This is an optimization exercise on Yosys and OpenROAD, whose aim is small area, a short achievable clock period and few clock cycles, not a production implementation.
Only simulation tests tie the RTL to the original design; equivalence was not proved.
No activity file was given, so power comes from the tool's default toggle rates.

`design/flow/flow/run.sh`:
```
#!/bin/bash
# Standard layout, except that buffer_ports is told to use plain buf_1
# buffers on the ports instead of the delay cells it picks by itself.
set -euo pipefail
here=$(pwd)
bash standard.sh synth > "$here/make_synth.log" 2>&1
export BUFFER_PORTS_ARGS="-buffer_cell sky130_fd_sc_hd__buf_1"
bash standard.sh > "$here/make_layout.log" 2>&1
```
`design/flow/standard.sh`:
```
#!/bin/bash
# synth_recipe.tcl (not shown) runs the flow's synth.tcl, then flattens the netlist and writes it again
# the make line also repeats each setting of config.mk as NAME=value (left out here)
make -C /OpenROAD-flow-scripts/flow DESIGN_CONFIG=/design/flow/config.mk WORK_HOME=/design/flow/orfs CLKGATE_MAP_FILE= SYNTH_SCRIPT=/design/flow/synth_recipe.tcl "${@:-finish}"
```
`design/flow/config.mk`:
```
export PLATFORM = sky130hd
export DESIGN_NAME = move_unmaker
export DESIGN_NICKNAME = move_unmaker
export VERILOG_FILES = /design/flow/design.v
export SDC_FILE = /design/flow/constraint.sdc
export NUM_CORES = 4
export LEC_CHECK = 0
export CAP_MARGIN = 20
export CORE_MARGIN = 2
export CORE_UTILIZATION = 40
export CTS_BUF_LIST = sky130_fd_sc_hd__clkbuf_16
export CTS_CLUSTER_DIAMETER = 80
export CTS_CLUSTER_SIZE = 25
export SETUP_SLACK_MARGIN = 3.8
export SLEW_MARGIN = 20
```
`design/flow/constraint.sdc`:
```
create_clock -name core_clock -period 7.0 [get_ports {clk_in}]
set_input_delay 1.4000 -clock core_clock [delete_from_list [all_inputs] [get_ports {clk_in}]]
set_output_delay 1.4000 -clock core_clock [all_outputs]
set_load 0.01 [all_outputs]
```
`design/flow/design.v`:
```
module move_unmaker #(
  parameter int DEPTH = 64,
  parameter int PW    = $clog2(DEPTH) + 1
) (
  input  logic          clk_in,
  input  logic          rst_in,
  input  logic          push_valid_in,
  input  logic [14:0]   push_move_in,
  input  logic [430:0]  push_board_in,
  output logic          push_ready_out,
  input  logic          undo_valid_in,
  input  logic [430:0]  board_in,
  output logic          undo_ready_out,
  output logic [430:0]  board_out,
  output logic          valid_out,
  output logic [PW-1:0] depth_out,
  output logic          error_out
);
  localparam int AW = $clog2(DEPTH);
  localparam int NUM_BB = 5;
  localparam int RW = 36;
  localparam logic [2:0] SPECIAL_UNKNOWN    = 3'd0;
  localparam logic [2:0] SPECIAL_CASTLE     = 3'd2;
  localparam logic [2:0] SPECIAL_EN_PASSANT = 3'd3;
  localparam logic [2:0] CAP_K    = 3'd5;
  localparam logic [2:0] CAP_NONE = 3'd7;
  function automatic [7:0] dec3(input [2:0] x);
    dec3 = 8'd1 << x;
  endfunction
  function automatic [31:0] sq_dec(input [11:0] x);
    sq_dec = {dec3(x[11:9]), dec3(x[8:6]), dec3(x[5:3]), dec3(x[2:0])};
  endfunction
  logic [PW-1:0] r_depth;
  logic [RW-1:0] r_mem [0:DEPTH-3];
  logic [RW-1:0] r_sec;
  logic [7:0]    t_sr, t_sf, t_dr, t_df;
  logic [5:0]    t_src, t_dst;
  logic [5:0]    t_cap;
  logic          t_ep, t_dir, t_promo, t_cm;
  logic [18:0]   t_keep;
  logic [430:0]  r_board_out;
  logic          r_valid, r_error;
  logic          w_push_ready, w_undo_ready, w_push_acc, w_undo_acc, w_reject;
  logic [AW-1:0] r_wr_ptr, r_rd_ptr;
  logic          r_full, r_empty;
  assign w_push_ready = !rst_in && !r_full;
  assign w_undo_ready = !rst_in && !r_empty && !push_valid_in;
  assign w_push_acc   = push_valid_in && w_push_ready;
  assign w_undo_acc   = undo_valid_in && w_undo_ready;
  assign w_reject     = !rst_in && ((push_valid_in && r_full) ||
                        (undo_valid_in && r_empty && !push_valid_in));
  logic [63:0]       p_bb [0:NUM_BB-1];
  logic [NUM_BB-1:0] p_at;
  logic [5:0]        p_k0, p_k1, p_src, p_dst;
  logic [2:0]        p_special;
  logic [2:0]        p_dx;
  logic [5:0]        p_cap;
  logic              p_src_pawn, p_src_king, p_dst_king, p_ep, p_castle_mv, p_seen;
  always_comb begin
    for (int i = 0; i < NUM_BB; i++) p_bb[i] = push_board_in[111 + 64*i +: 64];
    p_k0      = push_board_in[104:99];
    p_k1      = push_board_in[110:105];
    p_src     = push_move_in[14:9];
    p_dst     = push_move_in[8:3];
    p_special = push_move_in[2:0];
    for (int i = 0; i < NUM_BB; i++) p_at[i] = p_bb[i][p_dst];
    p_dx = (p_src[2:0] > p_dst[2:0]) ? (p_src[2:0] - p_dst[2:0]) : (p_dst[2:0] - p_src[2:0]);
    p_src_pawn = p_bb[0][p_src];
    p_src_king = (p_k0 == p_src) || (p_k1 == p_src);
    p_dst_king = (p_k0 == p_dst) || (p_k1 == p_dst);
    p_ep = (p_special == SPECIAL_EN_PASSANT) ||
           ((p_special == SPECIAL_UNKNOWN) && p_src_pawn &&
            (p_dst[2:0] != p_src[2:0]) && !(|p_at) && !p_dst_king);
    p_cap[5] = p_dst_king;
    p_seen   = p_dst_king;
    for (int i = 0; i < NUM_BB; i++) begin
      p_cap[i] = p_at[i] && !p_seen;
      p_seen   = p_seen || p_at[i];
    end
    p_castle_mv = p_src_king && ((p_special == SPECIAL_CASTLE) ||
                  ((p_special == SPECIAL_UNKNOWN) && (p_dx > 3'd1)));
  end
  logic [7:0]   t_cr;
  logic [5:0]   u_src, u_dst, u_kb;
  logic         u_castle_mv, u_promo, u_ep, u_b, u_nk, u_left, u_cap_k, u_cap_any;
  logic [NUM_BB-1:0] u_cap;
  logic [NUM_BB-1:0] u_has;
  logic [63:0]  u_bb [0:NUM_BB-1];
  logic [63:0]  u_pw, m_src, m_dst, m_cap, m_rf, m_rt, m_clr;
  logic [5:0]   u_k0, u_k1;
  logic [430:0] w_rebuilt;
  always_comb begin
    u_src       = t_src;
    u_dst       = t_dst;
    u_ep        = t_ep;
    u_promo     = t_promo;
    u_castle_mv = t_cm;
    for (int i = 0; i < NUM_BB; i++) u_cap[i] = u_ep ? (i == 0) : t_cap[i];
    u_cap_k     = !u_ep && t_cap[5];
    u_cap_any   = u_ep || (|t_cap);
    t_cr        = !u_ep ? t_dr : t_dir ? {t_dr[6:0], t_dr[7]} : {t_dr[0], t_dr[7:1]};
    u_left      = (u_dst < u_src);
    for (int j = 0; j < 64; j++) begin
      m_src[j] = t_sr[j / 8] & t_sf[j % 8];
      m_dst[j] = t_dr[j / 8] & t_df[j % 8];
      m_cap[j] = t_cr[j / 8] & t_df[j % 8];
      m_rf[j]  = u_castle_mv & t_sr[j / 8] & ((j % 8) == (u_left ? 3 : 5));
      m_rt[j]  = u_castle_mv & t_sr[j / 8] & ((j % 8) == (u_left ? 0 : 7));
    end
    u_b  = ~board_in[1];
    u_k0 = board_in[104:99];
    u_k1 = board_in[110:105];
    u_pw = board_in[98:35];
    u_kb = u_b ? u_k1 : u_k0;
    u_nk  = (u_kb != u_dst);
    m_clr = u_nk ? m_dst : 64'd0;
    for (int i = 0; i < NUM_BB; i++) begin
      u_bb[i]  = board_in[111 + 64*i +: 64];
      u_has[i] = u_promo ? (i == 0) : |(u_bb[i] & m_dst);
      u_bb[i]  = (u_bb[i] & ~m_clr) | (u_nk && u_has[i] ? m_src : 64'd0) |
                 (u_cap[i] ? m_cap : 64'd0);
    end
    u_bb[3] = (u_bb[3] & ~m_rf) | m_rt;
    if (!u_nk) begin
      if (u_b) u_k1 = u_src; else u_k0 = u_src;
    end
    if (u_cap_k) begin
      if (u_b) u_k0 = u_dst; else u_k1 = u_dst;
    end
    u_pw = u_pw & ~m_dst;
    u_pw = u_b ? (u_pw & ~m_src) : (u_pw | m_src);
    if (u_cap_any) u_pw = u_b ? (u_pw | m_cap) : (u_pw & ~m_cap);
    u_pw = u_pw & ~m_rf;
    u_pw = u_b ? (u_pw & ~m_rt) : (u_pw | m_rt);
    w_rebuilt = {u_bb[4], u_bb[3], u_bb[2], u_bb[1], u_bb[0], u_k1, u_k0, u_pw,
                 t_keep[18:1], board_in[16:1] - 16'd1, t_keep[0]};
  end
  always_ff @(posedge clk_in) begin
    if (rst_in) begin
      r_depth  <= '0;
      r_wr_ptr <= AW'(DEPTH - 2);
      r_rd_ptr <= AW'(DEPTH - 3);
      r_full   <= 1'b0;
      r_empty  <= 1'b1;
    end else if (w_push_acc) begin
      r_depth  <= r_depth + PW'(1);
      r_wr_ptr <= r_wr_ptr + AW'(1);
      r_rd_ptr <= r_rd_ptr + AW'(1);
      r_full   <= (r_depth == PW'(DEPTH - 1));
      r_empty  <= 1'b0;
    end else if (w_undo_acc) begin
      r_depth  <= r_depth - PW'(1);
      r_wr_ptr <= r_wr_ptr - AW'(1);
      r_rd_ptr <= r_rd_ptr - AW'(1);
      r_full   <= 1'b0;
      r_empty  <= (r_depth == PW'(1));
    end
  end
  always_ff @(posedge clk_in) begin
    r_valid     <= w_undo_acc;
    r_error     <= w_reject;
    r_board_out <= w_rebuilt;
  end
  logic [RW-1:0] w_rd_data;
  always_comb begin
    w_rd_data = '0;
    for (int k = 0; k < DEPTH-2; k++)
      if (r_rd_ptr == AW'(k)) w_rd_data = w_rd_data | r_mem[k];
  end
  logic [2:0]    t_kind, m_kind;
  logic [4:0]    t_code, m_code;
  logic [RW-1:0] t_rec;
  logic          m_ep;
  always_comb begin
    t_kind = CAP_NONE;
    for (int i = 5; i >= 0; i--)
      if (t_cap[i]) t_kind = 3'(i);
    if (t_ep)         t_code = {2'b11, 1'b0, t_dir, t_cm};
    else if (t_promo) t_code = {2'b10, t_kind};
    else              t_code = {1'b0, t_cm, t_kind};
    t_rec = {t_src, t_dst, t_code, t_keep};
    m_code = r_sec[23:19];
    m_kind = m_code[2:0];
    m_ep   = &m_code[4:3];
  end
  always_ff @(posedge clk_in) begin
    if (w_push_acc) begin
      {t_sr, t_sf, t_dr, t_df} <= sq_dec({p_src, p_dst});
      t_src   <= p_src;
      t_dst   <= p_dst;
      t_cap   <= p_cap;
      t_ep    <= p_ep;
      t_dir   <= push_board_in[1];
      t_promo <= p_special[2];
      t_cm    <= p_castle_mv;
      t_keep  <= {push_board_in[34:31], push_board_in[30:24], push_board_in[23:17],
                  push_board_in[0]};
    end else if (w_undo_acc) begin
      {t_sr, t_sf, t_dr, t_df} <= sq_dec(r_sec[35:24]);
      t_src   <= r_sec[35:30];
      t_dst   <= r_sec[29:24];
      for (int i = 0; i < 6; i++) t_cap[i] <= !m_ep && (m_kind == 3'(i));
      t_ep    <= m_ep;
      t_dir   <= m_code[1];
      t_promo <= (m_code[4:3] == 2'b10);
      t_cm    <= m_ep ? m_code[0] : (m_code[4:3] == 2'b01);
      t_keep  <= r_sec[18:0];
    end
    if (w_push_acc)      r_sec <= t_rec;
    else if (w_undo_acc) r_sec <= w_rd_data;
    for (int k = 0; k < DEPTH-2; k++)
      if (r_wr_ptr == AW'(k)) r_mem[k] <= r_sec;
  end
  assign push_ready_out = w_push_ready;
  assign undo_ready_out = w_undo_ready;
  assign board_out      = r_board_out;
  assign valid_out      = r_valid;
  assign depth_out      = r_depth;
  assign error_out      = r_error;
endmodule
```
==> notes.md, run 1 <==
* Outcome: timing/DRC/antenna clean
* Top post-synthesis cells by area: edfxtp_1, dfxtp_1, a22oi_1
* Clock skew at 0.05914 ns
* Syn Inst Count at 7231
* Crit Path Category: input pin to flop
* Root buffer cell: clkbuf_16
* Critical Path RT at 7.68 ns
* H-tree depth at 4
* DP Wirelength at 429400 µm
* Worst setup SP type: input pin
* Initial Util at 0.4019
* Relative slew slack at 0.07941
* Fmax achieved at 280.1 MHz
* Top Ports at 1323
* Psw at 9.663 mW
* Vias in the first global route at 78220
* Yosys cell types at 87
* Top-count cell post-synth: edfxtp_1
* Ratio of final minimum period to clock period at 0.5100
* Initial antenna violation count at 142
* WL/cell at 53.06 µm
* Worst setup EP type: flop
* All-Layer GR Usage at 0.4567
* Vias per cell at 7.174
* Via count at 88700
* Setup TNS at 0 ns
* Hold slack at 0.3834 ns
* Yosys warns at 4
* Avg Synthesized Cell Area at 15.04 µm²
* Top cell type by total area after synthesis: edfxtp_1
* PwrDens at 263.7 nW/µm²
* Layout Nets at 9495
* Core box area at 270500 µm²
* Synth-to-Final Area Change at 17.90%
* RePlAce Congestion at 1.073
* Net Sw Frac at 0.2859
* Num CTS Buffers at 160
* Clock-pin slew on the worst setup and hold paths at 0.09 ns
* Internal at 24.14 mW
* Synth Cell Area at 108700 µm²
* Routed WL at 656100 µm
* Ys async rst share at 0
* IO Port Bufs at 1224
* Post-route ant nets at 0
* Clock power frac at 0.313
* Post-synthesis sequential area ratio at 0.7302
* Fillcell total at 23880
* CTS tree: built
* Mapped Nets at 8137
* Die area at 276000 µm²
* Layout cell share with drive strength beyond 1 at 0.1322
* DRT Pass-1 Iters at 10
* Worst Hold Class: flop to flop
* Final Hold Viols at 0
* Starting DRT DRC Count at 19420
* RSZ-0062 raised after global routing: true
* Hold Buf Count CTS at 0
* Combinational power share at 0.124
* R2R Setup Slk at 3.48 ns
* DRC at 0
* VDD IR-drop max at 233.2 µV
* Worst skew pair latency at 0.90 ns
* Largest net degree at the start of global routing at 80
* Crit path max fanout at 7
* Max-Cap Viols at 0
* Grt ovf at 0
* Die Wd at 525.4 µm
* Fin crit period at 3.570 ns
* Critical Path AT at 4.25 ns
* Endpoints failing setup at 0
* Global-route wire length before repair at 819700 µm
* Die Height at 525.4 µm
* # clock sinks at 2795
* Row count at 191
* Worst-Margin Slew at 1.381 ns
* Max Slew Vio Count at 0
* Most used DFF post-synth: edfxtp_1
* Pwr Total at 33.80 mW
* Number of flops mapped to enable cells by yosys at 2341
* FF+latch count, synth at 2795
* Top-area cell type share of the netlist area at 0.6466
* Flop pwr share at 0.563
* P_leak at 41.50 nW
* Most frequent cells after synthesis: edfxtp_1, nand2_1, a22oi_1
* Max clock buf depth at 3
==> final timing paths <==
kind	start	end	cells past startpoint
setup / recovery	board_in[268]	r_board_out[295]$_DFF_P_	10
hold / removal	t_keep[4]$_DFFE_PP_	r_board_out[20]$_DFF_P_	0
setup reg to reg	t_df[5]$_SDFFCE_PN0P_	r_board_out[295]$_DFF_P_	10
hold reg to reg	t_keep[4]$_DFFE_PP_	r_board_out[20]$_DFF_P_	0
==> metal layers <==
metal	wire [µm]	track usage	part of all wire
met2	267400	0.6337	0.41
met1	231700	0.5923	0.35
met5	735	0.007446	0.0011
met4	45850	0.2614	0.070
met3	110400	0.1980	0.17
==> timing repair <==
| item | in CTS | in global routing |
|---|---|---|
| buffers inserted | 103 | 23 |
| hold endpoints to repair | 0 | 0 |
| pin swaps | 41 | 34 |
| endpoints found under the setup margin | 517 | 303 |
| resized for setup | 249 | 162 |
| cloned | 12 | 8 |
==> area by class of cell <==
type                    count  area, µm²  share of cell area
inverters                  58      235.2            0.001835
clock buffers             163       4079             0.03182
flip-flops and latches   2795      79420              0.6196
multi-input cells        3894      29340              0.2289
clock inverters           106      996.0            0.007770
diodes                     98      245.2            0.001913
well taps                3570       4467             0.03485
repair buffers           1680       9405             0.07337
==> stage by stage <==
stage / setup slack (ns) / utilization / cells / cell area [µm²]
after global placement: 2.133 / 0.4402 / 11840 / 119100
after CTS: 3.634 / 0.4684 / 12230 / 126700
after detailed placement: 2.086 / 0.4408 / 11850 / 119200
final: 3.430 / 0.4738 / 12360 / 128200
after global routing: 3.612 / 0.4734 / 12320 / 128100
after floorplan: 3.043 / - / 7231 / 108900
==> cell usage in the layout (no fill, tap or decap), types with 47 or more instances in the layout <==
| master | count |
|---|---|
| nand3_1 | 381 |
| inv_1 | 92 |
| nand4_1 | 177 |
| a21oi_1 | 150 |
| a221oi_1 | 255 |
| clkbuf_16 | 170 |
| a22oi_1 | 560 |
| a222oi_1 | 60 |
| buf_1 | 1200 |
| nor2_1 | 158 |
| dfxtp_1 | 428 |
| nor2_4 | 128 |
| edfxtp_1 | 2341 |
| o221ai_1 | 233 |
| mux4_2 | 68 |
| diode_2 | 98 |
| nand2_1 | 679 |
| o221ai_2 | 69 |
| buf_4 | 335 |
| buf_12 | 47 |
| a22o_1 | 312 |
==> registers in the layout, summed over array words and instances, names as in the netlist, 7 cells and up <==
name / cells
r_sec: 36
t_dr: 8
t_keep: 19
r_board_out: 431
r_mem: 2232
t_df: 8
t_sf: 8
r_depth: 7
t_sr: 8
==> cells by family after synthesis <==
group | synth area share
AO/OA/AOI/OAI | 0.1409
XOR/XNOR | 0.004833
adder cells (fa/ha/maj) | 0.003015
buffers and inverters | 0.02228
flip-flops | 0.7302
multiplexers | 0.02447
AND/OR/NAND/NOR | 0.07438
==> worst max-delay path, cell delays in order <==
cell and delay (ns):
buf_1 0.20, a222oi_1 1.10, o22ai_1 0.21, a221oi_2 0.25, nand4_1 0.20, o21ai_4 0.21
buf_12 0.14, buf_12 0.15, buf_16 0.24, o221ai_4 0.13
==> power groups by stage <==
stage	Clock (mW)	Combinational, mW	Sequential, mW
after CTS	10.5	3.87	19.0
after global routing	11.0	4.17	19.0
after detailed placement	0	3.64	19.4
final	10.6	4.20	19.0
after global placement	0	3.60	19.4
after floorplan	0	1.25	19.4
Testbench counts, summed over its fixed seeds: cycles 24,001.
==> run 2, diff against run 1 <==
--- a/design/flow/config.mk
+++ b/design/flow/config.mk
@@ -7,7 +7,7 @@
 export LEC_CHECK = 0
 export CAP_MARGIN = 20
 export CORE_MARGIN = 2
-export CORE_UTILIZATION = 40
+export CORE_UTILIZATION = 50
 export CTS_BUF_LIST = sky130_fd_sc_hd__clkbuf_16
 export CTS_CLUSTER_DIAMETER = 80
 export CTS_CLUSTER_SIZE = 25
==> notes.md, run 2 <==
* Num CTS Buffers at 153 (-4.4%)
* Worst Min Path Start: t_keep[16]$_DFFE_PP_
* Net Sw Frac at 0.2794 (-0.006490)
* Setup slack after layout at 3.539 ns (+0.1095 ns)
* IO Port Bufs at 1224 (unchanged)
* Max clock buf depth at 3 (unchanged)
* Flop pwr share at 0.572 (+0.009)
* Ratio of final minimum period to clock period at 0.4944 (-0.01564)
* Relative slew slack at 0.1172 (+0.03775)
* R2R Setup Slk at 3.54 ns (+0.06 ns)
* Initial antenna violation count at 159 (+12%)
* H-tree depth at 4 (unchanged)
* DRC at 0 (unchanged)
* Max incr delay on CP at 0.73 ns (-0.37 ns)
* Endpoints failing setup at 0 (unchanged)
* Reg with most FFs: r_mem
* Hold Buf Count CTS at 0 (unchanged)
* Critical Path RT at 7.72 ns (+0.04 ns)
* Yosys cell types at 87 (unchanged)
* Layout Nets at 9521 (+0.27%)
* Setup TNS at 0 ns (unchanged)
* All-Layer GR Usage at 0.5456 (+0.08887)
* Pre-CTS setup slack at 2.134 ns (+0.04781 ns)
* Yosys warns at 4 (unchanged)
* Vias in the first global route at 81960 (+4.8%)
* Crit Path Category: flop to flop
* P_leak at 41.65 nW (+0.37%)
* Delay-heaviest family, CP: compound AO/OA/AOI/OAI gates
* VDD IR-drop max at 255.9 µV (+9.7%)
* Worst Hold Class: flop to flop
* WHS Endpoint: r_board_out[32]$_DFF_P_
* Post-synthesis sequential area ratio at 0.7302 (unchanged)
* Most frequent cells after synthesis: edfxtp_1, nand2_1, a22oi_1
* Clock-pin slew on the worst setup and hold paths at 0.10 ns (about the same)
* Outcome: timing/DRC/antenna clean
* Fmax achieved at 289.0 MHz (+3.2%)
* Routed WL at 623400 µm (-5.0%)
* Hold Path Stages at 0 (unchanged)
* Root buffer cell: clkbuf_16
* Worst setup SP type: flop
* CTS tree: built
* RR Endpoint: r_board_out[408]$_DFF_P_
* Synth-to-Final Area Change at 17.31%
* Psw at 9.312 mW (-3.6%)
* Fin crit period at 3.461 ns (-0.1095 ns)
* Worst-Margin Slew at 1.324 ns (-0.05663 ns)
* RePlAce Congestion at 1.104 (+2.9%)
* PwrDens at 261.3 nW/µm² (-0.90%)
* Top-area cell type share of the netlist area at 0.6466 (unchanged)
* Syn Inst Count at 7231 (unchanged)
* Die Height at 470.3 µm (-10%)
* Row count at 171 (-10%)
* Synth Cell Area at 108700 µm² (unchanged)
* Most used DFF post-synth: edfxtp_1
* Top post-synthesis cells by area: edfxtp_1, dfxtp_1, a22oi_1
* Largest registers: r_mem x2232, r_board_out x431, r_sec x36
* Crit path cell chain: buf_6 -> a22oi_1 -> a21boi_1 -> nor4_2 -> nand3_1 -> o21ai_4 -> buf_4 -> o221ai_1
* DRT Pass-1 Iters at 12 (+2)
* Hold slack at 0.3857 ns (+0.002359 ns)
* Vias per cell at 7.892 (+10%)
* Post-route ant nets at 0 (unchanged)
* Combinational power share at 0.123 (about the same)
* Max FFs per register at 2232 (unchanged)
* Final Instance Count excl. Fillers at 11710 (-5.3%)
* FF+latch count, synth at 2795 (unchanged)
* Max Slew Vio Count at 0 (unchanged)
* Mapped Nets at 8137 (unchanged)
* Most frequent cells in the layout: edfxtp_1, buf_1, nand2_1
* Clock power frac at 0.304 (-0.009)
* Reg2Reg Launch Point: t_dr[6]$_SDFFCE_PN0P_
* Max-Cap Viols at 0 (unchanged)
* Ys async rst share at 0 (unchanged)
* Final Hold Viols at 0 (unchanged)
* Top-count cell post-synth: edfxtp_1
* Global-route wire length before repair at 789600 µm (-3.7%)
* CP Buf/Inv Count at 2 (-2)
* # clock sinks at 2795 (unchanged)
* Internal at 24.02 mW (-0.50%)
* Initial Util at 0.5016 (+0.09974)
* Cells after DPL at 11120 (-6.2%)
* Clock skew at 0.06162 ns (+0.002474 ns)
* Top Ports at 1323 (unchanged)
* WL/cell at 53.26 µm (+0.37%)
* Avg Synthesized Cell Area at 15.04 µm² (unchanged)
* Largest net degree at the start of global routing at 69 (-14%)
* Crit path max fanout at 47 (+40)
* Via count at 92390 (+4.2%)
* Core box area at 216700 µm² (-20%)
* Commonest non-fill, non-tap cell in the layout: edfxtp_1
* Top cell type by total area after synthesis: edfxtp_1
* Critical Path Stages at 8 (-2)
* Critical Path AT at 4.18 ns (-0.07 ns)
* Starting DRT DRC Count at 23370 (+20%)
* Layout cell share with drive strength beyond 1 at 0.1318 (-0.0004609)
* DP Wirelength at 404000 µm (-5.9%)
* RSZ-0062 raised after global routing: true
* Number of flops mapped to enable cells by yosys at 2341 (unchanged)
* Die area at 221200 µm² (-20%)
* Grt ovf at 0 (unchanged)
* Die Wd at 470.3 µm (-10%)
* Worst skew pair latency at 0.91 ns (about the same)
* FF-to-FF path depth at 8 (-2)
* Worst setup EP type: flop
* Worst path slowest cell: a21boi_1
## run 2: timing repair
action	CTS	global route
resized for setup	286	120
pin swaps	48	42
buffers inserted	135	38
endpoints found under the setup margin	510	298
gates cloned	20	1
## run 2: logic make-up (layout without fill, tap and decap cells)
| group | after synthesis | after routing | share of synthesized area |
|---|---|---|---|
| flip-flops | 2795 | 2795 | 0.7302 |
| AO/OA/AOI/OAI | 1928 | 1928 | 0.1409 |
| AND/OR/NAND/NOR | 1750 | 1751 | 0.07438 |
| buffers and inverters | 543 | 2045 | 0.02228 |
| multiplexers | 130 | 130 | 0.02447 |
| XOR/XNOR | 60 | 60 | 0.004833 |
| adder cells (fa/ha/maj) | 25 | 25 | 0.003015 |
| other | 0 | 118 | 0 |
## run 2: area by class of cell
type                       count  area (µm²)
fill                       16520       89190
sequential                  2795       79420
multi-input combinational   3894       29270
timing repair buffer        1713        9849
clock buffer                 158        3954
tap                         2854        3571
clock inverter               116       947.2
antenna                      118       295.3
inverter                      58       239.0
## run 2: power by group through the flow
stage	Combinational, mW	Clock [mW]	Sequential (mW)
5_1_grt	4.06	10.5	19.1
4_1_cts	3.77	9.97	19.0
2_1_floorplan	1.25	0	19.4
3_5_place_dp	3.46	0	19.4
3_3_place_gp	3.43	0	19.4
6_report	4.11	10.1	19.1
## run 2: stage by stage
step | util | instance area, µm² | power [mW]
after global routing | 0.5877 | 127400 | 33.63
final | 0.5885 | 127500 | 33.33
after CTS | 0.5832 | 126400 | 32.76
after global placement | 0.5450 | 118100 | 22.81
after floorplan | - | 108900 | 20.66
after detailed placement | 0.5458 | 118300 | 22.84
## run 2: metal layers
metal	wire length (µm)	GRT usage
met1	200800	0.6687
met2	241800	0.7197
met3	123200	0.3144
met4	56960	0.3702
met5	658	0.01341
## run 2: worst max path at each step
stage,start,to
floorplan,rst_in,r_sec[0]$_DFFE_PP_
global placement,push_move_in[5],t_cm$_DFFE_PP_
detailed placement,push_move_in[5],t_cm$_DFFE_PP_
CTS,t_df[5]$_SDFFCE_PN0P_,r_board_out[260]$_DFF_P_
global route,r_rd_ptr[3]$_SDFFE_PP1P_,r_sec[33]$_DFFE_PP_
finish,t_dr[6]$_SDFFCE_PN0P_,r_board_out[408]$_DFF_P_
==> run 3, diff against run 2 <==
==> design/flow/config.mk (replaced) <==
export PLATFORM = sky130hd
export DESIGN_NAME = move_unmaker
export DESIGN_NICKNAME = move_unmaker
export VERILOG_FILES = /design/flow/design.v
export SDC_FILE = /design/flow/constraint.sdc
export NUM_CORES = 4
export LEC_CHECK = 0
export CAP_MARGIN = 40
export CORE_MARGIN = 2
export CORE_UTILIZATION = 40
export CTS_BUF_LIST = sky130_fd_sc_hd__clkbuf_16
export CTS_CLUSTER_DIAMETER = 80
export CTS_CLUSTER_SIZE = 25
export SETUP_SLACK_MARGIN = 3.8
export SLEW_MARGIN = 50
==> notes.md, run 3 <==
* Syn Inst Count at 7231 (unchanged)
* Commonest non-fill, non-tap cell in the layout: edfxtp_1
* Clock skew at 0.07498 ns (+0.01336 ns)
* Num CTS Buffers at 163 (+6.5%)
* Largest net degree at the start of global routing at 80 (+16%)
* Crit Path Category: flop to flop
* Crit path max fanout at 49 (+4.3%)
* Max Slew Vio Count at 0 (unchanged)
* Global-route wire length before repair at 820300 µm (+3.9%)
* Net Sw Frac at 0.2813 (+0.001944)
* Cells after DPL at 11930 (+7.3%)
* Post-route ant nets at 0 (unchanged)
* Worst skew pair latency at 0.90 ns (about the same)
* Starting DRT DRC Count at 20670 (-12%)
* RePlAce Congestion at 1.073 (-2.8%)
* Post-synthesis sequential area ratio at 0.7302 (unchanged)
* Clock-pin slew on the worst setup and hold paths at 0.09 ns (about the same)
* Register area at 79410 µm² (about the same)
* Worst Hold Class: flop to flop
* Die Wd at 525.4 µm (+12%)
* Flop pwr share at 0.560 (-0.012)
* Relative slew slack at 0.4182 (+0.3010)
* Ys async rst share at 0 (unchanged)
* Footprint of the multi-input gates at 28920 µm² (-1.2%)
* Vias in the first global route at 79310 (-3.2%)
* Clock power frac at 0.317 (+0.013)
* Top-count cell post-synth: edfxtp_1
* Reg with most FFs: r_mem
* Hold slack at 0.3893 ns (+0.003531 ns)
* Met1 GRT Util at 0.5904 (-0.07829)
* Via count at 89580 (-3.0%)
* Die area at 276000 µm² (+25%)
* Layout cell share with drive strength beyond 1 at 0.1319 (about the same)
* DRT Pass-1 Iters at 8 (-4)
* DRC at 0 (unchanged)
* Fmax achieved at 297.2 MHz (+2.8%)
* Top-area cell type share of the netlist area at 0.6466 (unchanged)
* Top cell type by total area after synthesis: edfxtp_1
* Grt peak-use layer: met2
* Most used DFF post-synth: edfxtp_1
* Ratio of final minimum period to clock period at 0.4807 (-0.01362)
* Endpoints failing setup at 0 (unchanged)
* Most frequent cells in the layout: edfxtp_1, buf_1, nand2_1
* Row count at 191 (+12%)
* Initial Util at 0.4019 (-0.09974)
* Layout Nets at 9533 (+0.13%)
* Largest registers: r_mem x2232, r_board_out x431, r_sec x36
* PwrDens at 264.0 nW/µm² (+1.0%)
* Vias per cell at 7.210 (-8.6%)
* Max FFs per register at 2232 (unchanged)
* # clock sinks at 2795 (unchanged)
* Top Ports at 1323 (unchanged)
* IO Port Bufs at 1224 (unchanged)
* Max clock buf depth at 3 (unchanged)
* Most frequent cells after synthesis: edfxtp_1, nand2_1, a22oi_1
* Combinational power share at 0.123 (about the same)
* Fin crit period at 3.365 ns (-0.09533 ns)
* All-Layer GR Usage at 0.4557 (-0.08991)
* Outcome: timing/DRC/antenna clean
* Critical Path RT at 7.64 ns (-0.08 ns)
* FF+latch count, synth at 2795 (unchanged)
* Worst-Margin Slew at 0.8727 ns (-0.4515 ns)
* Top post-synthesis cells by area: edfxtp_1, dfxtp_1, a22oi_1
* Yosys warns at 4 (unchanged)
* Final Hold Viols at 0 (unchanged)
* Internal at 24.42 mW (+1.7%)
* R2R Setup Slk at 3.63 ns (+0.10 ns)
* VDD IR-drop max at 252.3 µV (-1.4%)
* Core box area at 270500 µm² (+25%)
* Final Instance Count excl. Fillers at 12420 (+6.1%)
* Mapped Nets at 8137 (unchanged)
* Avg Synthesized Cell Area at 15.04 µm² (unchanged)
* Die Height at 525.4 µm (+12%)
* Root buffer cell: clkbuf_16
* Fillcell total at 23800 (+44%)
* WL/cell at 52.60 µm (-1.2%)
* P_leak at 41.83 nW (+0.42%)
* DP Wirelength at 434500 µm (+7.5%)
* Grt ovf at 0 (unchanged)
* CTS tree: built
* Synth-to-Final Area Change at 18.39%
* Worst setup EP type: flop
* Number of flops mapped to enable cells by yosys at 2341 (unchanged)
* Met3 Use GR at 0.1970 (-0.1175)
* Synth Cell Area at 108700 µm² (unchanged)
* RSZ-0062 raised after global routing: true
* Routed WL at 653500 µm (+4.8%)
* H-tree depth at 4 (unchanged)
* Critical Path AT at 4.00 ns (-0.18 ns)
* Psw at 9.559 mW (+2.7%)
* Initial antenna violation count at 159 (unchanged)
* Yosys cell types at 87 (unchanged)
* Max-Cap Viols at 0 (unchanged)
* Post-Route Utilization at 0.4758 (-0.1127)
* Setup TNS at 0 ns (unchanged)
* Global routing usage on met2 at 0.6308 (-0.08889)
* Worst setup SP type: flop
==> run 3: changes by cell type in the layout (fill, tap and decap cells not counted), sizes merged, moves of 2 or more <==
| cell | previous run | this run |
|---|---|---|
| inv | 142 | 125 |
| bufinv | 2 | 7 |
| diode | 118 | 112 |
| clkbuf | 170 | 188 |
| clkinv | 23 | 31 |
| buf | 1692 | 1690 |
| bufbuf | 9 | 5 |
==> run 3: metrics by stage <==
| stage | setup WS (ns) | instance area [µm²] | power (mW) |
|---|---|---|---|
| after floorplan | 3.043 | 108900 | 20.66 |
| after global placement | 2.133 | 119100 | 22.99 |
| after detailed placement | 2.328 | 120800 | 23.09 |
| after CTS | 3.637 | 127800 | 33.60 |
| after global routing | 3.613 | 128600 | 34.41 |
| final | 3.635 | 128700 | 33.98 |
==> run 3: what timing repair did <==
item	in CTS	in global routing
endpoints found under the hold margin	0	0
setup buffers	66	12
hold buffers	0	0
cloned	10	3
endpoints found under the setup margin	382	186
pin swaps	34	26
resized for setup	192	70
==> run 3: path summary, 6_finish.rpt <==
path | start | to | depth (start not counted)
worst max-delay path | t_df[1]$_SDFFCE_PP0P_ | r_board_out[252]$_DFF_P_ | 10
worst min-delay path | t_keep[9]$_DFFE_PP_ | r_board_out[25]$_DFF_P_ | 0
worst max register to register | t_df[1]$_SDFFCE_PP0P_ | r_board_out[252]$_DFF_P_ | 10
worst min register to register | t_keep[9]$_DFFE_PP_ | r_board_out[25]$_DFF_P_ | 0
==> run 3: power groups by stage <==
stage	registers [mW]	clock network [mW]	logic (mW)
floorplan	19.4	0	1.25
global placement	19.4	0	3.60
detailed placement	19.4	0	3.73
CTS	19.0	10.7	3.90
global route	19.0	11.2	4.16
finish	19.0	10.8	4.18
==> run 3: cell families (layout without fill, tap and decap cells) <==
kind of cell	Yosys count	in the layout	share of synthesized area
xor gates and xnor gates	60	60	0.004833
and+or+nand+nor	1750	1750	0.07438
adders and majority gates	25	25	0.003015
other	0	112	0
DFF	2795	2795	0.7302
buffers and inverters	543	2053	0.02228
AOI/OAI and AO/OA	1928	1929	0.1409
muxes	130	130	0.02447
==> run 3: metal layers <==
metal | vias to the layer above | wire length, µm
met5 | - | 349
met4 | 54 | 45520
met3 | 1722 | 109300
met2 | 9677 | 267600
met1 | 45660 | 230800
li1 | 32470 | -
==> run 3: area by class of cell <==
class | count | area share
diodes | 112 | 0.002177
clock buffers | 168 | 0.03266
clock inverters | 112 | 0.008029
inverters | 58 | 0.001827
multi-input cells | 3894 | 0.2247
flip-flops and latches | 2795 | 0.6169
well taps | 3570 | 0.03470
repair buffers | 1715 | 0.07900
==> run 3: critical path, stage by stage, from the launching register on <==
cell and delay (ns):
edfxtp_1 0.58, buf_6 0.22, buf_12 0.19, a22oi_1 0.30
nand2_1 0.27, a221oi_2 0.39, nand4_1 0.20, o21ai_4 0.22
buf_12 0.19, buf_16 0.25, o221ai_1 0.28
==> run 4, diff against run 3 <==
--- a/design/flow/config.mk
+++ b/design/flow/config.mk
@@ -11,5 +11,6 @@
 export CTS_BUF_LIST = sky130_fd_sc_hd__clkbuf_16
 export CTS_CLUSTER_DIAMETER = 80
 export CTS_CLUSTER_SIZE = 25
+export PLACE_DENSITY = 0.7
 export SETUP_SLACK_MARGIN = 3.8
 export SLEW_MARGIN = 50
==> notes.md, run 4 <==
* Outcome: timing/DRC/antenna clean
* Clock skew at 0.1182 ns (+0.04322 ns)
* Setup TNS at 0 ns (unchanged)
* Relative slew slack at 0.4006 (-0.01761)
* Final Hold Viols at 0 (unchanged)
* Fmax achieved at 295.2 MHz (-0.67%)
* Yosys cell types at 87 (unchanged)
* Layout Nets at 9544 (+0.12%)
* Reg with most FFs: r_mem
* Worst Hold Class: flop to flop
* Post-Route Utilization at 0.4766 (+0.0007590)
* Grt ovf at 0 (unchanged)
* Vias per cell at 7.177 (-0.46%)
* Die Wd at 525.4 µm (unchanged)
* DRT Pass-1 Iters at 11 (+3)
* Initial antenna violation count at 147 (-7.5%)
* Routed WL at 641400 µm (-1.9%)
* Max Slew Vio Count at 0 (unchanged)
* Global routing usage on met2 at 0.6580 (+0.02723)
* Crit path max fanout at 5 (-90%)
* Post-route ant nets at 0 (unchanged)
* Met1 GRT Util at 0.5331 (-0.05733)
* CTS tree: built
* R2R Setup Slk at 3.61 ns (-0.02 ns)
* PwrDens at 260.8 nW/µm² (-1.2%)
* Worst setup SP type: flop
* Syn Inst Count at 7231 (unchanged)
* Largest net degree at the start of global routing at 68 (-15%)
* RePlAce Congestion at 1.315 (+23%)
* Yosys warns at 4 (unchanged)
* Mapped Nets at 8137 (unchanged)
* Commonest non-fill, non-tap cell in the layout: edfxtp_1
* Avg Synthesized Cell Area at 15.04 µm² (unchanged)
* Initial Util at 0.4019 (unchanged)
* FF-to-FF path depth at 9 (-1)
* Max clock buf depth at 4 (+1)
* Row count at 191 (unchanged)
* WL/cell at 51.45 µm (-2.2%)
* Starting DRT DRC Count at 20570 (-0.49%)
* Hold Path Stages at 0 (unchanged)
* Most frequent cells after synthesis: edfxtp_1, nand2_1, a22oi_1
* Max FFs per register at 2232 (unchanged)
* Most used DFF post-synth: edfxtp_1
* Most frequent cells in the layout: edfxtp_1, buf_1, nand2_1
* Via count at 89480 (-0.11%)
* Synth-to-Final Area Change at 18.58%
* FF+latch count, synth at 2795 (unchanged)
* Die area at 276000 µm² (unchanged)
* Critical Path RT at 7.61 ns (-0.03 ns)
* Ratio of final minimum period to clock period at 0.4840 (+0.003231)
* Met3 Use GR at 0.1803 (-0.01666)
* Max-Cap Viols at 0 (unchanged)
* Top Ports at 1323 (unchanged)
* Fillcell total at 23290 (-2.2%)
* Root buffer cell: clkbuf_16
* Largest registers: r_mem x2232, r_board_out x431, r_sec x36
* Fin crit period at 3.388 ns (+0.02262 ns)
* Top-area cell type share of the netlist area at 0.6466 (unchanged)
* Global-route wire length before repair at 806100 µm (-1.7%)
* Vias in the first global route at 78940 (-0.47%)
* Grt peak-use layer: met2
* Endpoints failing setup at 0 (unchanged)
* Pwr Total at 33.62 mW (-1.0%)
* Critical Path AT at 4.00 ns (about the same)
* VDD IR-drop max at 225.1 µV (-11%)
* DP Wirelength at 428100 µm (-1.5%)
* Ys async rst share at 0 (unchanged)
* # clock sinks at 2795 (unchanged)
* Core box area at 270500 µm² (unchanged)
* Worst-Margin Slew at 0.8992 ns (+0.02642 ns)
* Synth Cell Area at 108700 µm² (unchanged)
* P_leak at 41.90 nW (+0.18%)
* Clock-pin slew on the worst setup and hold paths at 0.10 ns (about the same)
* Number of flops mapped to enable cells by yosys at 2341 (unchanged)
* DRC at 0 (unchanged)
* Crit Path Category: flop to flop
* IO Port Bufs at 1224 (unchanged)
* Top cell type by total area after synthesis: edfxtp_1
* Top-count cell post-synth: edfxtp_1
* Worst skew pair latency at 0.93 ns (+0.03 ns)
* Worst setup EP type: flop
* Post-synthesis sequential area ratio at 0.7302 (unchanged)
* Top post-synthesis cells by area: edfxtp_1, dfxtp_1, a22oi_1
* All-Layer GR Usage at 0.4455 (-0.01019)
* Layout cell share with drive strength beyond 1 at 0.1343 (+0.002394)
* Num CTS Buffers at 165 (+1.2%)
* Die Height at 525.4 µm (unchanged)
* H-tree depth at 4 (unchanged)
* RSZ-0062 raised after global routing: true
==> run 4: changes by cell type in the layout (fill, tap and decap cells not counted), moves of 8 or more <==
| cell | previous run | this run |
|---|---|---|
| a221oi_1 | 252 | 261 |
| a221oi_2 | 15 | 7 |
| buf_1 | 1193 | 1173 |
| buf_2 | 22 | 36 |
| buf_6 | 84 | 96 |
| buf_8 | 74 | 85 |
| dfxtp_1 | 432 | 420 |
| dfxtp_2 | 22 | 34 |
| diode_2 | 112 | 147 |
| inv_1 | 93 | 114 |
| inv_8 | 14 | 6 |
| o221ai_1 | 291 | 264 |
| o221ai_2 | 17 | 37 |
==> run 4: per-layer routing <==
layer,share of wire,vias up
met4,0.090,38
li1,-,32530
met2,0.43,10550
met5,0.00054,-
met1,0.32,44070
met3,0.16,2296
==> run 4: logic make-up (layout without fill, tap and decap cells) <==
group                    Yosys count  after routing  share of synthesized area
AO/OA/AOI/OAI                   1928           1928                     0.1409
XOR/XNOR                          60             60                   0.004833
adder cells (fa/ha/maj)           25             25                   0.003015
buffers and inverters            543           2062                    0.02228
flip-flops                      2795           2795                     0.7302
multiplexers                     130            130                    0.02447
other                              0            147                          0
AND/OR/NAND/NOR                 1750           1750                    0.07438
==> run 4: worst max-delay path: stages (launching register included) <==
cell,delay [ns]
edfxtp_1,0.50
buf_12,0.18
a222oi_1,0.67
nor2b_2,0.21
a2111o_1,0.45
nor4_4,0.21
a31o_4,0.30
buf_12,0.18
buf_16,0.16
o211ai_1,0.23
==> run 4: layout make-up <==
cell class	instances	area, µm²	area share
Sequential cell	2795	79430	0.6161
Multi-Input combinational cell	3893	28980	0.2248
Timing Repair Buffer	1725	10370	0.08045
Tap cell	3570	4467	0.03465
Clock buffer	166	4154	0.03222
Clock inverter	113	922.1	0.007152
Antenna cell	147	367.9	0.002853
Inverter	58	230.2	0.001786
==> run 4: through the flow <==
stage	area (µm²)	std cells	hold slack [ns]	worst slack, ns
floorplan	108900	7231	0.3487	3.043
global placement	119000	11840	0.3582	1.750
detailed placement	120800	11930	0.3627	1.664
CTS	127600	12290	0.3781	3.684
global route	128700	12390	0.3930	3.673
finish	128900	12470	0.3825	3.612
==> run 4: final timing paths <==
check                              to                   from
min reg2reg   r_board_out[31]$_DFF_P_   t_keep[15]$_DFFE_PP_
max reg2reg  r_board_out[350]$_DFF_P_  t_df[1]$_SDFFCE_PP0P_
min           r_board_out[31]$_DFF_P_   t_keep[15]$_DFFE_PP_
max          r_board_out[350]$_DFF_P_  t_df[1]$_SDFFCE_PP0P_
==> run 4: where the power goes <==
group / internal [mW] / switching, mW / leakage (nW)
Sequential: 18.6 / 0.447 / 25.0
Clock: 4.63 / 5.92 / 2.70
Combinational: 1.03 / 3.01 / 14.3
Total: 24.3 / 9.37 / 41.9
==> run 4: repair_timing <==
item,in CTS,in global routing
hold buffers,0,0
gates cloned,4,5
pin swaps,33,37
gates resized for setup,210,122
setup buffers,82,18
endpoints found under the setup margin,450,154
==> run 5, diff against run 4 <==
--- a/design/flow/design.v
+++ b/design/flow/design.v
@@ -116,7 +116,7 @@
     m_clr = u_nk ? m_dst : 64'd0;
     for (int i = 0; i < NUM_BB; i++) begin
       u_bb[i]  = board_in[111 + 64*i +: 64];
-      u_has[i] = u_promo ? (i == 0) : |(u_bb[i] & m_dst);
+      u_has[i] = u_promo ? (i == 0) : u_bb[i][u_dst];
       u_bb[i]  = (u_bb[i] & ~m_clr) | (u_nk && u_has[i] ? m_src : 64'd0) |
                  (u_cap[i] ? m_cap : 64'd0);
     end
--- a/design/flow/config.mk
+++ b/design/flow/config.mk
@@ -11,6 +11,5 @@
 export CTS_BUF_LIST = sky130_fd_sc_hd__clkbuf_16
 export CTS_CLUSTER_DIAMETER = 80
 export CTS_CLUSTER_SIZE = 25
-export PLACE_DENSITY = 0.7
 export SETUP_SLACK_MARGIN = 3.8
 export SLEW_MARGIN = 50
==> notes.md, run 5 <==
* Outcome: timing/DRC/antenna clean
* All-Layer GR Usage at 0.4688 (+0.02332)
* Syn Inst Count at 7137 (-1.3%)
* Worst setup SP type: flop
* Grt ovf at 0 (unchanged)
* Most frequent cells after synthesis: edfxtp_1, a22oi_1, dfxtp_1
* Net Sw Frac at 0.2898 (+0.01108)
* WL/cell at 53.50 µm (+4.0%)
* Flop pwr share at 0.547 (-0.019)
* Clock skew at 0.08804 ns (-0.03016 ns)
* Core box area at 271200 µm² (+0.27%)
* Hold Path Stages at 0 (unchanged)
* Initial antenna violation count at 178 (+21%)
* Combinational power share at 0.147 (+0.027)
* Yosys warns at 4 (unchanged)
* VDD IR-drop max at 294.2 µV (+31%)
* Mapped Nets at 8043 (-1.2%)
* IO Port Bufs at 1224 (unchanged)
* Max FFs per register at 2232 (unchanged)
* # clock sinks at 2795 (unchanged)
* Endpoints failing setup at 0 (unchanged)
* Pre-CTS setup slack at 2.093 ns (+0.4292 ns)
* Commonest non-fill, non-tap cell in the layout: edfxtp_1
* Top-count cell post-synth: edfxtp_1
* Vias in the first global route at 79710 (+0.97%)
* Worst-Margin Slew at 0.8376 ns (-0.06155 ns)
* Layout cell share with drive strength beyond 1 at 0.1704 (+0.03613)
* Grt peak-use layer: met2
* Starting DRT DRC Count at 18850 (-8.4%)
* Layout Nets at 9555 (+0.12%)
* Vias per cell at 7.134 (-0.60%)
* Reg2Reg Launch Point: t_dst[0]$_DFFE_PP_
* Setup TNS at 0 ns (unchanged)
* Top cell type by total area after synthesis: edfxtp_1
* Die area at 277200 µm² (+0.44%)
* Synth Cell Area at 109200 µm² (+0.44%)
* RSZ-0062 raised after global routing: true
* Worst skew pair latency at 0.90 ns (-0.03 ns)
* Most frequent cells in the layout: edfxtp_1, buf_1, a22oi_1
* Yosys cell types at 70 (-20%)
* Largest net degree at the start of global routing at 77 (+13%)
* Root buffer cell: clkbuf_16
* FF+latch count, synth at 2795 (unchanged)
* Relative slew slack at 0.4306 (+0.02999)
* Number of flops mapped to enable cells by yosys at 2341 (unchanged)
* Ys async rst share at 0 (unchanged)
* Post-synthesis sequential area ratio at 0.7270 (-0.003221)
* Fmax achieved at 289.6 MHz (-1.9%)
* PwrDens at 262.4 nW/µm² (+0.63%)
* WHS Endpoint: r_board_out[22]$_DFF_P_
* Global-route wire length before repair at 839300 µm (+4.1%)
* Clock-pin slew on the worst setup and hold paths at 0.10 ns (about the same)
* Final Hold Viols at 0 (unchanged)
* Crit Path Category: flop to flop
* Largest registers: r_mem x2232, r_board_out x431, r_sec x36
* Routed WL at 673100 µm (+4.9%)
* Psw at 10.05 mW (+7.3%)
* Final Cell Area at 132200 µm² (+2.5%)
* RR Endpoint: r_board_out[413]$_DFF_P_
* CTS tree: built
* Fin crit period at 3.453 ns (+0.06566 ns)
* Max clock buf depth at 3 (-1)
* DP Wirelength at 452100 µm (+5.6%)
* Top Ports at 1323 (unchanged)
* Synth-to-Final Area Change at 21.03%
* Global routing usage on met2 at 0.6702 (+0.01217)
* Met3 Use GR at 0.1818 (+0.001497)
* Crit path max fanout at 14 (+9)
* Top post-synthesis cells by area: edfxtp_1, dfxtp_1, a22oi_1
* Post-route ant nets at 0 (unchanged)
* Internal at 24.64 mW (+1.6%)
* Met1 GRT Util at 0.5657 (+0.03259)
* H-tree depth at 4 (unchanged)
* DRT Pass-1 Iters at 10 (-1)
* Placed Area at 122200 µm² (+1.2%)
* Hold Buf Count CTS at 0 (unchanged)
* Top-area cell type share of the netlist area at 0.6437 (-0.002852)
* Clock power frac at 0.306 (-0.008)
* Initial Util at 0.4026 (+0.0007137)
* Max Slew Vio Count at 0 (unchanged)
* Most used DFF post-synth: edfxtp_1
* Critical Path AT at 4.12 ns (+0.12 ns)
* Worst Min Path Start: t_keep[6]$_DFFE_PP_
* Worst setup EP type: flop
* Critical Path RT at 7.67 ns (+0.06 ns)
* Via count at 89750 (+0.30%)
* RePlAce Congestion at 1.074 (-18%)
* R2R Setup Slk at 3.55 ns (-0.07 ns)
* Row count at 191 (unchanged)
* FF-to-FF path depth at 13 (+4)
* Reg with most FFs: r_mem
* Setup slack after layout at 3.547 ns (-0.06566 ns)
* Worst Hold Class: flop to flop
* Die Height at 526.5 µm (+0.22%)
* Max-Cap Viols at 0 (unchanged)
* P_leak at 42.36 nW (+1.1%)
* DRC at 0 (unchanged)
* Num CTS Buffers at 160 (-3.0%)
* Ratio of final minimum period to clock period at 0.4934 (+0.009380)
* Die Wd at 526.5 µm (+0.22%)
* Avg Synthesized Cell Area at 15.30 µm² (+1.8%)
run 5: cell types whose count changed after synthesis, moves of 80 or more:
cell / previous run / this run
o221ai_1: 308 / 4
o21ai_0: 47 / 344
a22oi_1: 565 / 915
buf_2: 147 / 40
mux4_2: 67 / 175
clkbuf_1: 256 / 358
a22o_1: 312 / 232
nand2_1: 684 / 392
nand3_1: 390 / 199
run 5: logic make-up after synthesis:
kind of cell    share of synthesized area
compound gates                     0.1399
xor+xnor                         0.004732
fa+ha+maj                        0.003002
buf+inv                           0.02175
flops                              0.7270
mux                               0.04699
simple gates                      0.05671
run 5: how the worst max path moves through the flow:
stage | from | end | slack (ns) | cells after the start
detailed placement | board_in[1] | r_board_out[130]$_DFF_P_ | 2.09 | 9
global route | t_dst[0]$_DFFE_PP_ | r_board_out[134]$_DFF_P_ | 3.57 | 10
finish | t_dst[0]$_DFFE_PP_ | r_board_out[413]$_DFF_P_ | 3.55 | 13
global placement | push_move_in[5] | t_cap[4]$_DFFE_PP_ | 1.88 | 10
CTS | t_dst[0]$_DFFE_PP_ | r_board_out[404]$_DFF_P_ | 3.64 | 9
floorplan | rst_in | r_sec[0]$_DFFE_PP_ | 2.91 | 7
run 5: power groups by stage:
stage          combinational (mW)  sequential [mW]  clock (mW)
2_1_floorplan                1.48             19.5           0
3_3_place_gp                 4.02             19.4           0
3_5_place_dp                 4.14             19.3           0
4_1_cts                      4.69             19.0        10.5
5_1_grt                      5.07             19.0        11.1
6_report                     5.10             19.0        10.6
run 5: cell type report:
class                   instances  area [µm²]
multi-input cells            3793       30090
repair buffers               1848       12170
well taps                    3570        4467
inverters                      51       205.2
clock buffers                 161        4029
clock inverters               107        1166
diodes                        255       638.1
flip-flops and latches       2795       79410
fillers                     23300      139100
run 5: metrics by stage:
step                      instances  hold WS (ns)  total power [mW]  utilization
final                         12580        0.3766             34.69       0.4873
after global routing          12490        0.3879             35.15       0.4864
after CTS                     12270        0.3760             34.20       0.4804
after detailed placement      11890        0.3555             23.48       0.4507
after global placement        11790        0.3640             23.37       0.4431
after floorplan                7137        0.3487             20.94            -
run 5: timing repair:
item	in CTS	in global routing
hold endpoints to repair	0	0
pin swaps	32	21
gates resized for setup	328	106
cloned	27	12
endpoints found under the setup margin	452	385
setup buffers	84	35
run 5: layer usage:
metal	part of all wire	wire length [µm]	vias up
met1	0.33	225400	45410
li1	-	-	32390
met3	0.15	99660	2341
met5	0.0011	731	-
met4	0.098	65980	66
met2	0.42	281300	9545
run 5: critical path, cell delays in order, from the launching register on:
cell	delay (ns)
edfxtp_1	0.39
buf_12	0.21
buf_4	0.16
buf_12	0.09
buf_16	0.17
mux4_2	0.55
mux4_2	0.54
mux2i_1	0.15
nand2_1	0.10
o21ai_4	0.12
buf_12	0.20
buf_16	0.17
buf_12	0.12
o21ai_4	0.17
Testbench counts of run 5, summed over its fixed seeds: cycles 24,001.
==> run 6, diff against run 5 <==
--- a/design/flow/design.v
+++ b/design/flow/design.v
@@ -116,7 +116,7 @@
     m_clr = u_nk ? m_dst : 64'd0;
     for (int i = 0; i < NUM_BB; i++) begin
       u_bb[i]  = board_in[111 + 64*i +: 64];
-      u_has[i] = u_promo ? (i == 0) : u_bb[i][u_dst];
+      u_has[i] = u_promo ? (i == 0) : |(u_bb[i] & m_dst);
       u_bb[i]  = (u_bb[i] & ~m_clr) | (u_nk && u_has[i] ? m_src : 64'd0) |
                  (u_cap[i] ? m_cap : 64'd0);
     end
--- a/design/flow/config.mk
+++ b/design/flow/config.mk
@@ -5,11 +5,12 @@
 export SDC_FILE = /design/flow/constraint.sdc
 export NUM_CORES = 4
 export LEC_CHECK = 0
-export CAP_MARGIN = 40
+export CAP_MARGIN = 60
 export CORE_MARGIN = 2
 export CORE_UTILIZATION = 40
 export CTS_BUF_LIST = sky130_fd_sc_hd__clkbuf_16
 export CTS_CLUSTER_DIAMETER = 80
 export CTS_CLUSTER_SIZE = 25
+export PLACE_DENSITY = 0.7
 export SETUP_SLACK_MARGIN = 3.8
-export SLEW_MARGIN = 50
+export SLEW_MARGIN = 70
==> notes.md, run 6 <==
* Outcome: timing/DRC/antenna clean
* Max Slew Vio Count at 0 (unchanged)
* PwrDens at 253.0 nW/µm² (-3.6%)
* Setup slack after layout at 3.678 ns (+0.1311 ns)
* Top Ports at 1323 (unchanged)
* DRC at 0 (unchanged)
* Most frequent cells in the layout: edfxtp_1, buf_1, nand2_1
* Pre-CTS setup slack at 2.306 ns (+0.2128 ns)
* Worst setup SP type: input pin
* Num CTS Buffers at 165 (+3.1%)
* Commonest non-fill, non-tap cell in the layout: edfxtp_1
* Via count at 91590 (+2.1%)
* CTS tree: built
* P_leak at 44.38 nW (+4.8%)
* Yosys warns at 4 (unchanged)
* Layout Nets at 9844 (+3.0%)
* Endpoints failing setup at 0 (unchanged)
* Post-route ant nets at 0 (unchanged)
* Die area at 276000 µm² (-0.44%)
* Synth Cell Area at 108700 µm² (-0.44%)
* Vias per cell at 7.191 (+0.80%)
* Most frequent cells after synthesis: edfxtp_1, nand2_1, a22oi_1
* Max FFs per register at 2232 (unchanged)
* Ys async rst share at 0 (unchanged)
* Top-count cell post-synth: edfxtp_1
* Fillcell total at 22660 (-2.8%)
* H-tree depth at 4 (unchanged)
* Post-synthesis sequential area ratio at 0.7302 (+0.003221)
* Yosys cell types at 87 (+24%)
* DP Wirelength at 468400 µm (+3.6%)
* Critical Path AT at 1.92 ns (-2.20 ns)
* Ratio of final minimum period to clock period at 0.4746 (-0.01873)
* Setup TNS at 0 ns (unchanged)
* RePlAce Congestion at 1.315 (+22%)
* Top cell type by total area after synthesis: edfxtp_1
* Worst setup EP type: output port
* Hold Buf Count CTS at 0 (unchanged)
* Worst Hold Class: flop to flop
* Global-route wire length before repair at 822100 µm (-2.0%)
* Clock power frac at 0.312 (+0.006)
* RSZ-0062 raised after global routing: true
* Synth-to-Final Area Change at 22.95%
* Number of flops mapped to enable cells by yosys at 2341 (unchanged)
* Reg with most FFs: r_mem
* Core box area at 270500 µm² (-0.26%)
* Final Hold Viols at 0 (unchanged)
* Footprint of the multi-input gates at 29360 µm² (-2.4%)
* Crit path max fanout at 4 (-10)
* VDD IR-drop max at 219.4 µV (-25%)
* Clock skew at 0.1357 ns (+0.04761 ns)
* Largest net degree at the start of global routing at 68 (-12%)
* Mapped Nets at 8137 (+1.2%)
* Max-Cap Viols at 0 (unchanged)
* FF+latch count, synth at 2795 (unchanged)
* Clock-pin slew on the worst setup and hold paths at 0.09 ns (about the same)
* Fmax achieved at 301.0 MHz (+3.9%)
* Grt ovf at 0 (unchanged)
* Final Cell Area at 133700 µm² (+1.1%)
* Top-area cell type share of the netlist area at 0.6466 (+0.002852)
* Internal at 24.48 mW (-0.63%)
* Worst skew pair latency at 0.93 ns (+0.03 ns)
* Most used DFF post-synth: edfxtp_1
* Placed Area at 126100 µm² (+3.1%)
* Hold slack at 0.3859 ns (+0.009217 ns)
* Starting DRT DRC Count at 20140 (+6.9%)
* Combinational power share at 0.125 (-0.022)
* Routed WL at 651900 µm (-3.1%)
* Psw at 9.337 mW (-7.1%)
* Top post-synthesis cells by area: edfxtp_1, dfxtp_1, a22oi_1
* Critical Path RT at 5.60 ns (-2.07 ns)
* Initial Util at 0.4019 (-0.0007137)
* Initial antenna violation count at 150 (-16%)
* Net Sw Frac at 0.2761 (-0.01370)
* Syn Inst Count at 7231 (+1.3%)
* IO Port Bufs at 1224 (unchanged)
* Worst-Margin Slew at 0.5544 ns (-0.2832 ns)
* # clock sinks at 2795 (unchanged)
* Root buffer cell: clkbuf_16
* Flop pwr share at 0.563 (+0.016)
* Layout cell share with drive strength beyond 1 at 0.1847 (+0.01432)
* WL/cell at 51.18 µm (-4.3%)
* Register area at 79480 µm² (about the same)
* Die Height at 525.4 µm (-0.22%)
* Fin crit period at 3.322 ns (-0.1311 ns)
* Avg Synthesized Cell Area at 15.04 µm² (-1.7%)
* All-Layer GR Usage at 0.4534 (-0.01540)
* Relative slew slack at 0.6304 (+0.1998)
* Pwr Total at 33.82 mW (-2.5%)
* Max clock buf depth at 4 (+1)
* Die Wd at 525.4 µm (-0.22%)
* DRT Pass-1 Iters at 17 (+7)
* Crit Path Category: input pin to output port
* Vias in the first global route at 81890 (+2.7%)
* Largest registers: r_mem x2232, r_board_out x431, r_sec x36
* Row count at 191 (unchanged)
==> run 6: changes by cell type after synthesis, moves of 102 or more <==
cell / previous run / this run
mux4_2: 175 / 67
a22oi_1: 915 / 565
o21ai_0: 344 / 47
o221ai_1: 4 / 308
nand3_1: 199 / 390
buf_2: 40 / 147
nand2_1: 392 / 684
clkbuf_1: 358 / 256
==> run 6: worst max-delay path, stage by stage <==
cell    delay (ns)
buf_8         0.10
buf_12        0.12
nor3_4        0.14
buf_2         0.16
==> run 6: logic make-up after synthesis <==
| family | Yosys count | share of synthesized area |
|---|---|---|
| mux | 130 | 0.02447 |
| compound gates | 1928 | 0.1409 |
| flops | 2795 | 0.7302 |
| simple gates | 1750 | 0.07438 |
| xor+xnor | 60 | 0.004833 |
| buf+inv | 543 | 0.02228 |
| fa+ha+maj | 25 | 0.003015 |
==> run 6: area by class of cell <==
cell class                 instances  area share
multi-input combinational       3893      0.2197
timing repair buffer            2025      0.1101
inverter                          58    0.001722
antenna                          127    0.002377
sequential                      2795      0.5946
clock buffer                     169     0.03164
tap                             3570     0.03342
clock inverter                   100    0.006552
==> run 6: stage by stage <==
stage / instances / utilization
after detailed placement: 12240 / 0.4660
after global placement: 11840 / 0.4398
after global routing: 12670 / 0.4935
final: 12740 / 0.4941
after floorplan: 7231 / -
after CTS: 12560 / 0.4888
==> run 6: worst paths after layout <==
kind,startpoint,to,slack (ns),depth (start not counted)
max,rst_in,undo_ready_out,3.68,4
min,t_keep[4]$_DFFE_PP_,r_board_out[20]$_DFF_P_,0.39,0
max reg2reg,r_rd_ptr[0]$_SDFFE_PP1P_,r_sec[20]$_DFFE_PP_,3.73,11
min reg2reg,t_keep[4]$_DFFE_PP_,r_board_out[20]$_DFF_P_,0.39,0
==> run 6: routing by layer <==
layer	wire (µm)	part of all wire	GRT usage
met1	206300	0.32	0.5329
met2	271300	0.42	0.6553
met3	108600	0.17	0.1950
met4	65040	0.10	0.3433
met5	621	0.00095	0.004329
==> run 6: timing repair <==
action | CTS | global route
setup endpoints to repair | 249 | 157
gates cloned | 7 | 2
setup buffers | 40 | 23
pin swaps | 19 | 29
resized for setup | 116 | 65
==> run 6: power groups by stage <==
stage	sequential (mW)	combinational [mW]	clock, mW
after floorplan	19.4	1.25	0
after global placement	19.4	3.51	0
after detailed placement	19.4	3.83	0
after CTS	19.0	3.93	10.5
after global routing	19.0	4.23	11.0
final	19.0	4.23	10.6
Testbench counts of run 6, summed over its fixed seeds: cycles 24,001.
==> run 7, diff against run 6 <==
--- a/design/flow/config.mk
+++ b/design/flow/config.mk
@@ -5,7 +5,7 @@
 export SDC_FILE = /design/flow/constraint.sdc
 export NUM_CORES = 4
 export LEC_CHECK = 0
-export CAP_MARGIN = 60
+export CAP_MARGIN = 50
 export CORE_MARGIN = 2
 export CORE_UTILIZATION = 40
 export CTS_BUF_LIST = sky130_fd_sc_hd__clkbuf_16
@@ -13,4 +13,4 @@
 export CTS_CLUSTER_SIZE = 25
 export PLACE_DENSITY = 0.7
 export SETUP_SLACK_MARGIN = 3.8
-export SLEW_MARGIN = 70
+export SLEW_MARGIN = 60
==> notes.md, run 7 <==
* Most used cell, CP: buf_4
* Post-synthesis sequential area ratio at 0.7302 (unchanged)
* Worst Hold Class: flop to flop
* Num CTS Buffers at 161 (-2.4%)
* Crit path cell chain: buf_4 -> buf_4 -> o21ai_0 -> nand3_1 -> a211oi_4 -> a31o_4 -> buf_6 -> buf_12 -> o211ai_1
* Largest registers: r_mem x2232, r_board_out x431, r_sec x36
* Global-route wire length before repair at 812300 µm (-1.2%)
* Post-route ant nets at 0 (unchanged)
* RePlAce Congestion at 1.315 (unchanged)
* Core box area at 270500 µm² (unchanged)
* H-tree depth at 4 (unchanged)
* Die Wd at 525.4 µm (unchanged)
* Top cell type by total area after synthesis: edfxtp_1
* RR Endpoint: r_board_out[350]$_DFF_P_
* Most frequent cells in the layout: edfxtp_1, buf_1, nand2_1
* FF+latch count, synth at 2795 (unchanged)
* Final Instance Count excl. Fillers at 12540 (-1.5%)
* Worst skew pair latency at 0.96 ns (+0.03 ns)
* All-Layer GR Usage at 0.4481 (-0.005313)
* Final Cell Area at 130000 µm² (-2.7%)
* WL/cell at 51.30 µm (+0.22%)
* Fin crit period at 3.398 ns (+0.07540 ns)
* PwrDens at 258.7 nW/µm² (+2.3%)
* Vias in the first global route at 80150 (-2.1%)
* Pwr Total at 33.63 mW (-0.55%)
* Max Slew Vio Count at 0 (unchanged)
* Endpoints failing setup at 0 (unchanged)
* Ratio of final minimum period to clock period at 0.4854 (+0.01077)
* # clock sinks at 2795 (unchanged)
* Reg with most FFs: r_mem
* Worst setup EP type: flop
* Routed WL at 643400 µm (-1.3%)
* Max-Cap Viols at 0 (unchanged)
* CTS tree: built
* Relative slew slack at 0.5151 (-0.1153)
* DP Wirelength at 442900 µm (-5.5%)
* Ys async rst share at 0 (unchanged)
* Cells after DPL at 12030 (-1.8%)
* Critical Path RT at 7.69 ns (+2.09 ns)
* Number of flops mapped to enable cells by yosys at 2341 (unchanged)
* Worst path slowest cell: edfxtp_1
* Most used DFF post-synth: edfxtp_1
* R2R Setup Slk at 3.60 ns (-0.13 ns)
* Top Ports at 1323 (unchanged)
* Layout Nets at 9609 (-2.4%)
* Crit Path Category: flop to flop
* Grt ovf at 0 (unchanged)
* Yosys cell types at 87 (unchanged)
* Setup TNS at 0 ns (unchanged)
* Most frequent cells after synthesis: edfxtp_1, nand2_1, a22oi_1
* Max FFs per register at 2232 (unchanged)
* Yosys warns at 4 (unchanged)
* Die area at 276000 µm² (unchanged)
* DRC at 0 (unchanged)
* Fmax achieved at 294.3 MHz (-2.2%)
* Final Hold Viols at 0 (unchanged)
* Clock-pin slew on the worst setup and hold paths at 0.09 ns (about the same)
* Initial antenna violation count at 156 (+4.0%)
* Layout cell share with drive strength beyond 1 at 0.1460 (-0.03878)
* Hold Path Stages at 0 (unchanged)
* RSZ-0062 raised after global routing: true
* Synth Cell Area at 108700 µm² (unchanged)
* Vias per cell at 7.183 (-0.11%)
* Outcome: timing/DRC/antenna clean
* Clock skew at 0.1059 ns (-0.02976 ns)
* Top-area cell type share of the netlist area at 0.6466 (unchanged)
* Largest net degree at the start of global routing at 68 (unchanged)
* P_leak at 42.46 nW (-4.3%)
* Max clock buf depth at 4 (unchanged)
* Mapped Nets at 8137 (unchanged)
* DRT Pass-1 Iters at 12 (-5)
* Top-count cell post-synth: edfxtp_1
* Critical Path AT at 4.09 ns (+2.17 ns)
* Row count at 191 (unchanged)
* Max incr delay on CP at 0.56 ns (+0.40 ns)
* VDD IR-drop max at 200.2 µV (-8.8%)
* Initial Util at 0.4019 (unchanged)
* Via count at 90100 (-1.6%)
* Worst Min Path Start: t_keep[10]$_DFFE_PP_
* Die Height at 525.4 µm (unchanged)
* Reg2Reg Launch Point: t_df[3]$_SDFFCE_PP0P_
* Starting DRT DRC Count at 20420 (+1.4%)
* Root buffer cell: clkbuf_16
* Post-Route Utilization at 0.4806 (-0.01358)
* IO Port Bufs at 1224 (unchanged)
* Commonest non-fill, non-tap cell in the layout: edfxtp_1
* Fillcell total at 23210 (+2.4%)
* Synth-to-Final Area Change at 19.57%
* Placed Area at 122400 µm² (-2.9%)
* Syn Inst Count at 7231 (unchanged)
* Crit path max fanout at 22 (+18)
* FF-to-FF path depth at 9 (-2)
* Avg Synthesized Cell Area at 15.04 µm² (unchanged)
* Worst setup SP type: flop
* Top post-synthesis cells by area: edfxtp_1, dfxtp_1, a22oi_1
* Worst-Margin Slew at 0.7274 ns (+0.1730 ns)
* WHS Endpoint: r_board_out[26]$_DFF_P_
-- run 7: cell counts after synthesis --
Identical to the previous run, type by type.
-- run 7: critical path: cells and delay by family, from the launching register on --
family	cells	cell delay, ns
AOI/OAI and AO/OA	4	1.19
and+or+nand+nor	1	0.20
DFF	1	0.56
buffers and inverters	4	1.21
-- run 7: where the power goes --
part           internal (mW)  switching, mW
sequential              18.6          0.438
clock                   4.54           6.01
combinational           1.04           3.01
-- run 7: worst max path at each step --
stage / from / end / slack (ns) / depth (start not counted)
6_report: t_df[3]$_SDFFCE_PP0P_ / r_board_out[350]$_DFF_P_ / 3.60 / 9
5_1_grt: rst_in / undo_ready_out / 3.67 / 4
4_1_cts: rst_in / undo_ready_out / 3.68 / 4
3_5_place_dp: board_in[1] / r_board_out[306]$_DFF_P_ / 2.38 / 11
3_3_place_gp: board_in[1] / r_board_out[306]$_DFF_P_ / 1.75 / 11
2_1_floorplan: rst_in / r_sec[0]$_DFFE_PP_ / 3.04 / 6
-- run 7: logic make-up after synthesis --
| group | count (synthesis) | synth area share |
|---|---|---|
| buf+inv | 543 | 0.02228 |
| fa+ha+maj | 25 | 0.003015 |
| xor+xnor | 60 | 0.004833 |
| mux | 130 | 0.02447 |
| flops | 2795 | 0.7302 |
| simple gates | 1750 | 0.07438 |
| compound gates | 1928 | 0.1409 |
-- run 7: routing by layer --
metal  track usage  routed length [µm]  up-vias
met2        0.6567              271600    10300
met4        0.3218               60600       46
met5      0.004848                 530        -
li1              -                   -    32660
met3        0.1858              104800     2436
met1        0.5303              206000    44660
-- run 7: final cells by class --
type	instances	area, µm²	area share
multi-input cells	3893	28890	0.2222
clock inverters	108	1035	0.007959
well taps	3570	4467	0.03436
inverters	58	226.5	0.001742
clock buffers	163	4079	0.03138
repair buffers	1794	11460	0.08816
diodes	162	405.4	0.003118
flip-flops and latches	2795	79440	0.6110
-- run 7: what timing repair did --
item | CTS | global route
gates resized for setup | 160 | 66
pin swaps | 18 | 17
setup endpoints to repair | 304 | 167
buffers inserted | 51 | 12
hold buffers | 0 | 0
gates cloned | 4 | 1
hold endpoints to repair | 0 | 0
-- run 7: metrics by stage --
step                setup slack, ns  hold slack [ns]
floorplan                     3.043           0.3487
global placement              1.750           0.3582
detailed placement            2.382           0.3634
CTS                           3.681           0.3784
global route                  3.668           0.3814
finish                        3.602           0.3691
